Context: an optimization exercise on an open-source flow, tuned for small area, a short achievable clock period and few clock cycles. The choices shown serve that exercise and are no tape-out recipe. Only simulation tests tie the RTL to the original design; equivalence was not proved. Power is estimated from default activity; no workload was simulated.

--- flow/config.mk ---
export PLATFORM = sky130hd
export DESIGN_NAME = core_top
export DESIGN_NICKNAME = core_top
export VERILOG_FILES = /design/flow/design.v
export SDC_FILE = /design/flow/constraint.sdc
export NUM_CORES = 4
export LEC_CHECK = 0
export CAP_MARGIN = 20
export CORE_MARGIN = 2
export CORE_UTILIZATION = 50
export CTS_CLUSTER_DIAMETER = 80
export CTS_CLUSTER_SIZE = 20
export SETUP_SLACK_MARGIN = 4
export SLEW_MARGIN = 20
export SYNTH_HIERARCHICAL = 1
--- flow/run.sh ---
#!/bin/bash
# synth_recipe.tcl (not shown) runs the flow's synth.tcl, then flattens the netlist and writes it again
# the make line also repeats each setting of config.mk as NAME=value (left out here)
make -C /OpenROAD-flow-scripts/flow DESIGN_CONFIG=/design/flow/config.mk WORK_HOME=/design/flow/orfs CLKGATE_MAP_FILE= SYNTH_SCRIPT=/design/flow/synth_recipe.tcl finish
--- flow/design.v ---
`default_nettype none
package core_pkg;
    localparam logic [4:0] OP_LUI    = 5'b01101;
    localparam logic [4:0] OP_AUIPC  = 5'b00101;
    localparam logic [4:0] OP_JAL    = 5'b11011;
    localparam logic [4:0] OP_JALR   = 5'b11001;
    localparam logic [4:0] OP_BRANCH = 5'b11000;
    localparam logic [4:0] OP_LOAD   = 5'b00000;
    localparam logic [4:0] OP_STORE  = 5'b01000;
    localparam logic [4:0] OP_IMM    = 5'b00100;
    localparam logic [4:0] OP_REG    = 5'b01100;
endpackage
`default_nettype wire
`timescale 1ns/1ps
`default_nettype none
module rf_aoi222 (
    input  logic a0, b0, a1, b1, a2, b2,
    output logic y
);
    assign y = !((a0 && b0) || (a1 && b1) || (a2 && b2));
endmodule
module rf_aoi22 (
    input  logic a0, b0, a1, b1,
    output logic y
);
    assign y = !((a0 && b0) || (a1 && b1));
endmodule
`default_nettype wire
`timescale 1ns/1ps
`default_nettype none
module core_top (
    input  logic                  clk_cpu,
    input  logic                  arst_n,
    input  logic                  mem_ready,
    input  logic [32-1:0] mem_rdata,
    output logic                  mem_req,
    output logic                  mem_we,
    output logic [32-1:0] mem_addr,
    output logic [32-1:0] mem_wdata
);
    localparam int XL = 32;
    localparam int NR = 32;
    logic st_boot, st_fw, st_exb, st_mw;
    logic exv;                     
    logic [XL-1:1] fpc;            
    logic [31:7]   ir;
    logic [XL-1:0] op1, op2;       
    logic d_wr;                    
    logic d_arith;                 
    logic d_sub;                   
    logic d_jal, d_branch, d_jalr, d_load, d_store;
    logic [XL-1:0] regs [1:NR-1];
    logic [NR-1:1] valid;
    logic [6:0] r_opc;
    logic [2:0] r_f3;
    logic [4:0] r_rs1, r_rs2;
    logic       r_lui, r_auipc, r_jal, r_jalr, r_branch, r_load, r_store, r_opimm, r_opreg;
    logic       r_slow, fready;
    assign r_opc    = mem_rdata[6:0];
    assign r_f3     = mem_rdata[14:12];
    assign r_rs1    = mem_rdata[19:15];
    assign r_rs2    = mem_rdata[24:20];
    assign r_lui    = (r_opc == 7'b0110111);
    assign r_auipc  = (r_opc == 7'b0010111);
    assign r_jal    = (r_opc == 7'b1101111);
    assign r_jalr   = (r_opc == 7'b1100111) && r_f3 == 3'b000;
    assign r_branch = (r_opc == 7'b1100011) && r_f3[2:1] != 2'b01;
    assign r_load   = (r_opc == 7'b0000011) && r_f3 == 3'b010;
    assign r_store  = (r_opc == 7'b0100011) && r_f3 == 3'b010;
    assign r_opimm  = (r_opc == 7'b0010011);
    assign r_opreg  = (r_opc == 7'b0110011);
    assign r_slow   = r_jal || r_branch || r_jalr || r_load || r_store;
    assign fready   = st_fw && mem_ready;
    logic          rd_wen;
    logic [XL-1:0] rd_data;
    logic [NR-1:1] wsel;
    always_comb begin
        for (int i = 1; i < NR; i++) wsel[i] = rd_wen && ir[11:7] == 5'(i);
    end
    always_ff @(posedge clk_cpu) begin
        for (int i = 1; i < NR; i++) begin
            if (wsel[i]) regs[i] <= rd_data;
        end
    end
    logic [NR-1:0] sel1;
    logic [NR-1:1] sel2;
    logic          fwd1, fwd2;
    always_comb begin
        sel1[0] = r_auipc;
        fwd1    = 1'b0;
        fwd2    = 1'b0;
        for (int i = 1; i < NR; i++) begin
            sel1[i] = !(r_lui || r_auipc) && r_rs1 == 5'(i) && valid[i] && !wsel[i];
            sel2[i] = r_rs2 == 5'(i) && valid[i] && !wsel[i];
            fwd1    = fwd1 || (!(r_lui || r_auipc) && r_rs1 == 5'(i) && wsel[i]);
            fwd2    = fwd2 || (r_rs2 == 5'(i) && wsel[i]);
        end
    end
    logic [XL-1:0] rd1, rd2;
    logic [XL-1:0] rp1 [0:31];     
    logic [XL-1:0] rp2 [1:31];     
    always_comb begin
        rp1[0] = {fpc, 1'b0};
        for (int i = 1; i < NR; i++) begin
            rp1[i] = regs[i];
            rp2[i] = regs[i];
        end
    end
    for (genvar b = 0; b < XL; b++) begin : g_rd
        logic [10:0] g1, g2;
        for (genvar k = 0; k < 10; k++) begin : g_p1
            rf_aoi222 i_c (
                .a0(sel1[3*k]),   .b0(rp1[3*k][b]),
                .a1(sel1[3*k+1]), .b1(rp1[3*k+1][b]),
                .a2(sel1[3*k+2]), .b2(rp1[3*k+2][b]), .y(g1[k])
            );
        end
        rf_aoi22 i_c1 (
            .a0(sel1[30]), .b0(rp1[30][b]), .a1(sel1[31]), .b1(rp1[31][b]), .y(g1[10])
        );
        for (genvar k = 0; k < 9; k++) begin : g_p2
            rf_aoi222 i_c (
                .a0(sel2[3*k+1]), .b0(rp2[3*k+1][b]),
                .a1(sel2[3*k+2]), .b1(rp2[3*k+2][b]),
                .a2(sel2[3*k+3]), .b2(rp2[3*k+3][b]), .y(g2[k])
            );
        end
        rf_aoi22 i_c2a (
            .a0(sel2[28]), .b0(rp2[28][b]), .a1(sel2[29]), .b1(rp2[29][b]), .y(g2[9])
        );
        rf_aoi22 i_c2b (
            .a0(sel2[30]), .b0(rp2[30][b]), .a1(sel2[31]), .b1(rp2[31][b]), .y(g2[10])
        );
        assign rd1[b] = !(&g1);
        assign rd2[b] = !(&g2);
    end
    logic [XL-1:0] alu_b, alu_result, sum;
    logic [XL:0]   addc;
    logic [2:0]    f3;
    logic          eq, lt, ltu;
    assign alu_b = d_store ? {{20{ir[31]}}, ir[31:25], ir[11:7]} : op2;
    assign f3    = d_arith ? ir[14:12] : 3'b000;
    assign addc = {1'b0, op1} + {1'b0, alu_b ^ {XL{d_sub}}} + {{XL{1'b0}}, d_sub};
    assign sum  = addc[XL-1:0];
    assign eq   = (op1 == op2);
    assign ltu  = !addc[XL];
    assign lt   = (op1[XL-1] ^ op2[XL-1]) ? op1[XL-1] : sum[XL-1];
    logic [XL-1:0] shin, shr, shout;
    logic          left;
    assign left = !f3[2];
    always_comb begin
        for (int i = 0; i < XL; i++) shin[i] = left ? op1[XL-1-i] : op1[i];
    end
    assign shr = XL'($signed({ir[30] && !left && op1[XL-1], shin}) >>> op2[4:0]);
    always_comb begin
        for (int i = 0; i < XL; i++) shout[i] = left ? shr[XL-1-i] : shr[i];
    end
    always_comb begin
        case (f3)
            3'b000:  alu_result = sum;
            3'b001:  alu_result = shout;
            3'b010:  alu_result = {{(XL-1){1'b0}}, lt};
            3'b011:  alu_result = {{(XL-1){1'b0}}, ltu};
            3'b100:  alu_result = op1 ^ op2;
            3'b101:  alu_result = shout;
            3'b110:  alu_result = op1 | op2;
            default: alu_result = op1 & op2;
        endcase
    end
    logic [XL-1:0] r_immi, r_immu, op1_nx, op2_nx;
    assign r_immi = {{20{mem_rdata[31]}}, mem_rdata[31:20]};
    assign r_immu = {mem_rdata[31:12], 12'b0};
    assign op1_nx = rd1 | ({XL{fwd1}} & alu_result);
    always_comb begin
        if (r_lui || r_auipc)
            op2_nx = r_immu;
        else if (r_opimm || r_jalr || r_load)
            op2_nx = r_immi;
        else
            op2_nx = rd2 | ({XL{fwd2}} & alu_result);
    end
    logic taken;
    always_comb begin
        case (ir[14:12])
            3'b000:  taken = eq;
            3'b001:  taken = !eq;
            3'b100:  taken = lt;
            3'b101:  taken = !lt;
            3'b110:  taken = ltu;
            3'b111:  taken = !ltu;
            default: taken = 1'b0;
        endcase
    end
    logic [XL-1:1] fpc4, tgt, timm;
    assign fpc4 = fpc + 31'd2;
    assign timm = d_jal ? {{11{ir[31]}}, ir[31], ir[19:12], ir[20], ir[30:21]}
                        : {{19{ir[31]}}, ir[31], ir[7], ir[30:25], ir[11:8]};
    assign tgt  = fpc + timm;
    logic sel_sum, sel_tgt;
    assign sel_sum = st_exb && (d_jalr || d_load || d_store);
    assign sel_tgt = st_exb && (d_jal || (d_branch && taken));
    assign mem_req   = st_boot || (fready && !r_slow) || st_exb || (st_mw && mem_ready);
    assign mem_we    = st_exb && d_store;
    assign mem_wdata = op2;
    always_comb begin
        if (sel_sum)
            mem_addr = {sum[XL-1:2], sum[1] && d_jalr, 1'b0};
        else if (sel_tgt)
            mem_addr = {tgt, 1'b0};
        else
            mem_addr = {fpc4, 1'b0};
    end
    assign rd_wen  = (exv && d_wr) || (st_exb && (d_jal || d_jalr)) || (st_mw && mem_ready && d_load);
    assign rd_data = st_mw ? mem_rdata : st_exb ? {fpc4, 1'b0} : alu_result;
    always_ff @(posedge clk_cpu or negedge arst_n) begin
        if (!arst_n) begin
            st_boot <= 1'b0;
            st_fw   <= 1'b0;
            st_exb  <= 1'b0;
            st_mw   <= 1'b0;
            exv     <= 1'b0;
            fpc     <= {{(XL-3){1'b1}}, 2'b10};    
            valid   <= '0;
        end else begin
            st_boot <= !(st_boot || st_fw || st_exb || st_mw);
            st_fw   <= st_boot || (st_fw && !(mem_ready && r_slow))
                    || (st_exb && !(d_load || d_store)) || (st_mw && mem_ready);
            st_exb  <= fready && r_slow;
            st_mw   <= (st_exb && (d_load || d_store)) || (st_mw && !mem_ready);
            exv     <= fready && !r_slow;
            if (mem_req && !(st_exb && (d_load || d_store))) fpc <= mem_addr[XL-1:1];
            valid   <= valid | wsel;
        end
    end
    always_ff @(posedge clk_cpu) begin
        if (fready) begin
            ir[11:7] <= mem_rdata[11:7];
            d_load   <= r_load;
            d_store  <= r_store;
        end
    end
    always_ff @(posedge clk_cpu) begin
        ir[31:12] <= mem_rdata[31:12];
        op1       <= op1_nx;
        op2       <= op2_nx;
        d_wr      <= (r_lui || r_auipc || r_opimm || r_opreg) && mem_rdata[11:7] != 5'd0;
        d_arith   <= r_opimm || r_opreg;
        d_sub     <= (r_opreg && r_f3 == 3'b000 && mem_rdata[30])
                  || ((r_opimm || r_opreg) && r_f3[2:1] == 2'b01) || r_branch;
        d_jal     <= r_jal;
        d_branch  <= r_branch;
        d_jalr    <= r_jalr;
    end
endmodule
`default_nettype wire
--- flow/constraint.sdc ---
create_clock -name core_clock -period 10.0 [get_ports {clk_cpu}]
set_input_delay 2.0000 -clock core_clock [delete_from_list [all_inputs] [get_ports {clk_cpu}]]
set_output_delay 2.0000 -clock core_clock [all_outputs]
set_load 0.01 [all_outputs]
==> reports/metrics.cfg, run 1 <==
[status]
status = timing/DRC/antenna clean

[routing]
first_pass_iters = 17
wirelength_um = 280000
vias_per_cell = 8.32
wl_per_cell_um = 46.9
vias = 49800
drc = 0
drt_iter0_drc = 12300
drtAntennaViolNets = 0

[final_layout]
final_nets = 4620
area_growth_pct = 14.6
final_core_util = 0.578
multi_input_area_um2 = 22800
finalNonFillerCells = 5980
fill_cells = 9055
seq_area_um2 = 33500
drive_gt1_frac = 0.203

[critical_path]
crit_type = reg -> out
cp.arrival_ns = 5.01
crit_fanout = 16
r2r_cells = 10
crit_required_ns = 8.00
r2r_slack_ns = 4.80
end_kind = primary output
reg2reg_to = regs[31][25]$_DFFE_PP_
crit_path_start = d_store$_DFFE_PP_
r2r_start = d_arith$_DFF_P_
start_kind = register

[power]
internal-power_uw = 8300
p_leak_uw = 0.0211
irDropWorstVdd_mv = 0.166
swShare = 0.345
pwr-share-clk = 0.243
p_sw_uw = 4370
seqPwrFrac = 0.491
powerDensity_nw_per_um2 = 198
pwr-share-comb = 0.266
total_power_uw = 12700

[synthesis]
synth_edf_count = 999
synth_area_leaders = edfxtp_1, a222oi_1, dfxtp_1
ys_seq_elements = 1156
yosysTopAreaCell = edfxtp_1
synth_flop_cell = edfxtp_1
ys_async_sr_fraction = 0.0580
synth_top_area_frac = 0.537
syn_avg_cell_area_um2 = 13.6
synth_cell_type_count = 93
syn_inst = 4122
synth_area_um2 = 55900
synth.most_common_cell = edfxtp_1
ys_seq_area_frac = 0.600
ys_warn_count = 13
ys_top_cells_by_count = edfxtp_1, a222oi_1, a21oi_1

[place]
io_buffer_count = 99
placed_cells = 5796
dpl.hpwl_um = 176000
gp_congestion = 1.06

[hold_path]
hold_path_class = reg -> reg
min_to = valid[23]$_DFF_PN0_
min_path_cells = 1
worstHoldStart = valid[23]$_DFF_PN0_

[grt]
grt_pass1_vias = 45900
antenna_found_initial = 14
grt_max_degree = 58
grt_use_total = 0.471
overflow = 0
grt_pass1_wl_um = 374000

[floorplanning]
die_area_um2 = 114000
fp.dieW_um = 338
start_util = 0.504
fp-row-count = 122
core_um2 = 111000
num_io_pins = 101
die_h_um = 338

[sta]
fmax_mhz = 143
finalSetupViolCount = 0
drv_slew = 0
clock_skew_ns = 0.0502
rsz0062_at_grt = yes
final-hold-violation-count = 0
max-slew-margin-rel = 0.167
period_minus_slack_ns = 7.01
tightest_slew_ns = 1.24
post-route-period-util = 0.701
tns_ns = 0

[cts]
clk_latency_ns = 0.70
ctsHoldBuffers = 0
clkSinkCount = 1156
clk_path_buf_depth = 3
htree_levels = 3
numCtsBuffers = 73
cts.clk_slew.worst_paths_ns = 0.09
root_buffer = clkbuf_16
cts_tree = done

[flow_run]
max_cap_violations = 0

per-layer routing:
| layer | global-route usage | share of wire |
|---|---|---|
| met4 | 0.303 | 0.085 |
| met5 | 0.00625 | 0.00065 |
| met3 | 0.233 | 0.19 |
| met1 | 0.590 | 0.33 |
| met2 | 0.644 | 0.40 |
metrics by stage:
stage / setup WS [ns] / hold slack (ns) / cell area [um2]
after floorplan: 4.01 / 0.427 / 55900
after global placement: 2.21 / 0.445 / 60500
after detailed placement: 2.23 / 0.447 / 60500
after CTS: 3.03 / 0.469 / 63300
after global routing: 2.83 / 0.481 / 64000
final: 2.99 / 0.472 / 64000
cells by family after synthesis:
family / share of synthesized area
buffers and inverters: 0.0174
DFF: 0.600
other: 0.0000671
AOI/OAI and AO/OA: 0.208
muxes: 0.0429
adders and majority gates: 0.0289
and+or+nand+nor: 0.0846
xor gates and xnor gates: 0.0179
power groups by stage:
| stage | registers, uW | clock network, uW | logic, uW |
|---|---|---|---|
| 2_1_floorplan | 6090 | 0 | 1680 |
| 3_3_place_gp | 6290 | 0 | 3070 |
| 3_5_place_dp | 6290 | 0 | 3050 |
| 4_1_cts | 6180 | 3060 | 3140 |
| 5_1_grt | 6200 | 3240 | 3500 |
| 6_report | 6220 | 3080 | 3370 |
Yosys stat by module, one instance, submodules excluded:
module | flops+latches | copies in the design | cells inside | cell area (um2)
core_top | 1156 | 1 | 3418 | 48600
rf_aoi22 | 0 | 96 | 1 | 12.5
rf_aoi222 | 0 | 608 | 1 | 10.0
cell usage in the layout, fill, tap and decap left out, types with 22 or more instances in the layout:
cell type	count
nand2b_1	32
nand2_1	166
xor2_1	28
o21ai_1	25
inv_1	92
nor2_4	22
o21ai_0	126
o211ai_1	27
a31oi_1	23
clkdlybuf4s50_1	57
nor2_1	150
edfxtp_1	999
dfrtp_1	37
mux4_2	50
a22oi_2	96
o22ai_1	23
or2_2	40
a22oi_1	23
clkbuf_16	76
nor3_2	65
a222oi_1	608
mux2i_1	74
nor3_1	55
buf_2	22
a21oi_1	154
ha_1	120
o221ai_1	39
xnor2_1	84
buf_4	273
and3_1	23
nand4_1	152
dfxtp_1	89
dfstp_2	30
nand3_1	98
layout make-up:
type | instances | share of cell area
antenna | 9 | 0.000352
clock buffer | 83 | 0.0291
clock inverter | 18 | 0.00379
inverter | 108 | 0.00641
multi-input combinational | 2723 | 0.356
sequential | 1156 | 0.523
tap | 1488 | 0.0291
timing repair buffer | 393 | 0.0514
timing repair inverter | 2 | 0.000234
how the worst max path moves through the flow:
| stage | to | slack (ns) | depth (start not counted) |
|---|---|---|---|
| after floorplan | mem_addr[2] | 4.01 | 18 |
| after global placement | mem_addr[23] | 2.21 | 16 |
| after detailed placement | mem_addr[19] | 2.23 | 16 |
| after CTS | mem_addr[18] | 3.03 | 17 |
| after global routing | mem_addr[17] | 2.83 | 19 |
| final | mem_addr[18] | 2.99 | 18 |
critical path, cell delays in order, from the launching register on:
cell and delay [ns]:
edfxtp_1 0.44, buf_4 0.18, buf_12 0.15, mux2i_1 0.14, xnor2_1 0.24, inv_1 0.09, fa_2 0.36, nor2b_1 0.15
o31a_1 0.42, o2111ai_4 0.19, a21oi_2 0.23, o32ai_2 0.10, o221ai_2 0.21, mux2i_2 0.29, o21ai_4 0.13, buf_12 0.20
mux2i_1 0.17, mux2i_4 0.40, clkbuf_2 0.22
sequential cells by signal, indices dropped and copies added (netlist names), 25 cells and up:
name / cells
op1: 32
valid: 31
fpc: 31
op2: 32
regs: 992
ir: 25
timing repair:
action                                 CTS  global route
resized for setup                      211           101
pin swaps                               29            34
setup endpoints to repair               41            75
endpoints found under the hold margin    0             0
buffers inserted                        46            20
cloned                                   2             4
Testbench counts, summed over its fixed seeds: cycles 6,639.
==> run 2: changes to the inputs <==
--- a/flow/config.mk
+++ b/flow/config.mk
@@ -8,8 +8,6 @@
 export CAP_MARGIN = 20
 export CORE_MARGIN = 2
 export CORE_UTILIZATION = 50
-export CTS_CLUSTER_DIAMETER = 80
-export CTS_CLUSTER_SIZE = 20
 export SETUP_SLACK_MARGIN = 4
 export SLEW_MARGIN = 20
 export SYNTH_HIERARCHICAL = 1
==> reports/metrics.cfg, run 2 <==
[floorplanning]
num_io_pins = 101  ; unchanged
start_util = 0.504  ; unchanged
core_um2 = 111000  ; unchanged
die_area_um2 = 114000  ; unchanged
fp-row-count = 122  ; unchanged
fp.dieW_um = 338  ; unchanged
die_h_um = 338  ; unchanged

[sta]
layout_setup_ws_ns = 2.89  ; was 2.99 ns
rsz0062_at_grt = yes  ; unchanged
max-slew-margin-rel = 0.117  ; was 0.167
finalSetupViolCount = 0  ; unchanged
clock_skew_ns = 0.0549  ; was 0.0502 ns
tightest_slew_ns = 1.31  ; was 1.24 ns
tns_ns = 0  ; unchanged
post-route-period-util = 0.711  ; was 0.701
final-hold-violation-count = 0  ; unchanged
drv_slew = 0  ; unchanged
timing.hold.ws_ns = 0.462  ; was 0.472 ns
period_minus_slack_ns = 7.11  ; was 7.01 ns
fmax_mhz = 141  ; was 143 MHz

[place]
dpl.hpwl_um = 176000  ; unchanged
gp_congestion = 1.06  ; unchanged
io_buffer_count = 99  ; unchanged
place_ws_ns = 2.23  ; unchanged

[routing]
drtAntennaViolNets = 0  ; unchanged
drc = 0  ; unchanged
wl_met3_um = 52000  ; was 51,900 um
vias_per_cell = 8.20  ; was 8.32
wl_per_cell_um = 46.0  ; was 46.9 um
wirelength_um = 280000  ; about the same
drt_iter0_drc = 12100  ; was 12,300
route.met2.wl_um = 111000  ; about the same
vias = 49900  ; was 49,800
drt-met1-wl_um = 92800  ; was 93,400 um
routed.top_layer = met5  ; unchanged
first_pass_iters = 15  ; was 17

[synthesis]
synth_top_family_by_area = compound AO/OA/AOI/OAI gates  ; unchanged
yosysTopAreaCell = edfxtp_1  ; unchanged
synth-compound-area-share = 0.208  ; unchanged
ys_warn_count = 13  ; unchanged
synthAdderAreaFrac = 0.0289  ; unchanged
synth_xor_xnor_area_share = 0.0179  ; unchanged
ys_top_cells_by_count = edfxtp_1, a222oi_1, a21oi_1  ; unchanged
synth_flop_cell = edfxtp_1  ; unchanged
ys_async_sr_fraction = 0.0580  ; unchanged
muxShareOfSynthArea = 0.0429  ; unchanged
synth_area_um2 = 55900  ; unchanged
synth-simple-area-share = 0.0846  ; unchanged
syn_avg_cell_area_um2 = 13.6  ; unchanged
synth_area_leaders = edfxtp_1, a222oi_1, dfxtp_1  ; unchanged
ys_seq_area_frac = 0.600  ; unchanged
synth_top_area_frac = 0.537  ; unchanged
syn_inst = 4122  ; unchanged
synth_cell_type_count = 93  ; unchanged
ys_seq_elements = 1156  ; unchanged
synth.most_common_cell = edfxtp_1  ; unchanged
synth_edf_count = 999  ; unchanged

[final_layout]
seq_area_um2 = 33500  ; about the same
layout_common_cells = edfxtp_1, a222oi_1, buf_4, nand2_1, a21oi_1  ; unchanged
fill_cells = 8912  ; was 9,055
final_core_util = 0.594  ; was 0.578
largest_reg_flops = 992  ; unchanged
top_regs = regs (992), op1 (32), op2 (32)  ; unchanged
final_nets = 4655  ; was 4,620
regMostFlops = regs  ; unchanged
area_growth_pct = 17.7  ; was 14.6%
final_common_cell = edfxtp_1  ; unchanged
drive_gt1_frac = 0.213  ; was 0.203
multi_input_area_um2 = 22800  ; about the same

[critical_path]
crit_type = reg -> out  ; unchanged
cp.arrival_ns = 5.11  ; was 5.01 ns
start_kind = register  ; unchanged
crit_fanout = 16  ; unchanged
end_kind = primary output  ; unchanged
crit_required_ns = 8.00  ; about the same

[status]
status = timing/DRC/antenna clean  ; unchanged

[hold_path]
hold_path_class = reg -> reg  ; unchanged

[cts]
htree_levels = 3  ; unchanged
cts.clk_slew.worst_paths_ns = 0.06  ; was 0.09 ns
numCtsBuffers = 117  ; was 73
cts_tree = done  ; unchanged
clk_path_buf_depth = 3  ; unchanged
clkSinkCount = 1156  ; unchanged
root_buffer = clkbuf_16  ; unchanged
ctsHoldBuffers = 0  ; unchanged
clk_latency_ns = 0.76  ; was 0.70 ns

[grt]
grt_use_total = 0.473  ; was 0.471
grt_pass1_wl_um = 375000  ; was 374,000 um
grt_pass1_vias = 46400  ; was 45,900
antenna_found_initial = 16  ; was 14
grt_max_degree = 58  ; unchanged
overflow = 0  ; unchanged

[power]
powerDensity_nw_per_um2 = 216  ; was 198 nW/um2
irDropWorstVdd_mv = 0.203  ; was 0.166 mV
p_leak_uw = 0.0219  ; was 0.0211 uW

[flow_run]
max_cap_violations = 0  ; unchanged

==> run 2: layer usage <==
metal | global-route usage | vias to the layer above
met3 | 0.235 | 1302
met1 | 0.588 | 24300
met2 | 0.647 | 5410
met5 | 0.00917 | -
met4 | 0.309 | 23
li1 | - | 18800
==> run 2: area by class of cell <==
cell class | count | area share
Antenna cell | 8 | 0.000304
Timing Repair inverter | 2 | 0.000228
Sequential cell | 1156 | 0.509
Clock buffer | 144 | 0.0470
Tap cell | 1488 | 0.0283
Clock inverter | 73 | 0.0139
Multi-Input combinational cell | 2723 | 0.346
Timing Repair Buffer | 384 | 0.0485
Inverter | 108 | 0.00624
==> run 2: critical path: stages, from the launching register on <==
cell             delay (ns)
edfxtp_1               0.44
buf_4                  0.17
buf_12                 0.16
mux2i_1                0.14
xnor2_1                0.25
inv_1                  0.11
fa_2                   0.37
nor2b_1                0.15
o31a_1                 0.43
o2111ai_4              0.19
a21oi_2                0.23
o32ai_2                0.10
o221ai_2               0.21
mux2i_2                0.29
o21ai_4                0.13
buf_12                 0.20
clkbuf_16              0.17
mux2i_2                0.16
a21oi_1                0.21
clkdlybuf4s15_1        0.28
==> run 2: Yosys stat by module (local to each module, per instance) <==
module     flip-flops and latches  copies in the design
core_top                     1156                     1
rf_aoi22                        0                    96
rf_aoi222                       0                   608
==> run 2: final timing paths <==
path                                      from                      to  slack [ns]  cells past startpoint
max reg2reg                    d_arith$_DFF_P_  regs[30][25]$_DFFE_PP_        4.75                     10
max in group asynchronous               arst_n        st_exb$_DFF_PN0_        7.74                      2
max                          d_store$_DFFE_PP_            mem_addr[27]        2.89                     19
min reg2reg                valid[23]$_DFF_PN0_     valid[23]$_DFF_PN0_        0.46                      1
min in group asynchronous               arst_n     valid[29]$_DFF_PN0_        1.07                      1
min                        valid[23]$_DFF_PN0_     valid[23]$_DFF_PN0_        0.46                      1
==> run 2: cell families (layout without fill, tap and decap cells) <==
family,after synthesis,in the layout
AOI/OAI and AO/OA,1373,1373
xor gates and xnor gates,114,114
adders and majority gates,128,128
buffers and inverters,245,711
DFF,1156,1156
muxes,174,174
other,1,10
and+or+nand+nor,931,932
==> run 2: repair_timing <==
action	4_1_cts	5_1_grt
gates cloned	2	3
buffers inserted	46	13
endpoints found under the setup margin	38	70
resized for setup	211	82
pin swaps	29	28
==> run 2: where the power goes <==
| part | internal [uW] | switching [uW] | total, uW |
|---|---|---|---|
| clock | 2660 | 1960 | 4620 |
| sequential | 5850 | 380 | 6230 |
| combinational | 1080 | 2280 | 3360 |
| total | 9590 | 4620 | 14200 |
==> run 2: metrics by stage <==
stage	power (uW)	cell area [um2]	std cells
3_3_place_gp	9360	60500	5795
2_1_floorplan	7780	55900	4123
6_report	14200	65800	6086
5_1_grt	14500	65800	6079
4_1_cts	13900	65200	6061
3_5_place_dp	9340	60500	5796

==> what the ideal ports hide <==
The results above use ideal ports. As a check the final layouts listed here were re-extracted and re-timed, cells and wires unchanged.
Step 1 sets driving cells, clkbuf_16 on the clock port and buf_2 on the other inputs (assumed; they add their load-dependent delay and slew).
Step 2 moves the port delays by t, midway between the first and last clock arrival at a register: inputs arrive t later, outputs are due t later. That takes back most of the time a late clock gives input paths.
Three values: ideal, step 1, step 2; two values: the first two.
run | t, ns | setup slack, ns | worst hold slack (ns) | worst setup path after step 2
run 1 | 0.753 | 2.992 / 2.919 / 3.162 | 0.472 / 0.472 / 0.472 | input to register
run 2 | 0.802 | 2.890 / 2.816 / 3.088 | 0.462 / 0.462 / 0.462 | input to register
After both steps every run listed still meets setup and hold.
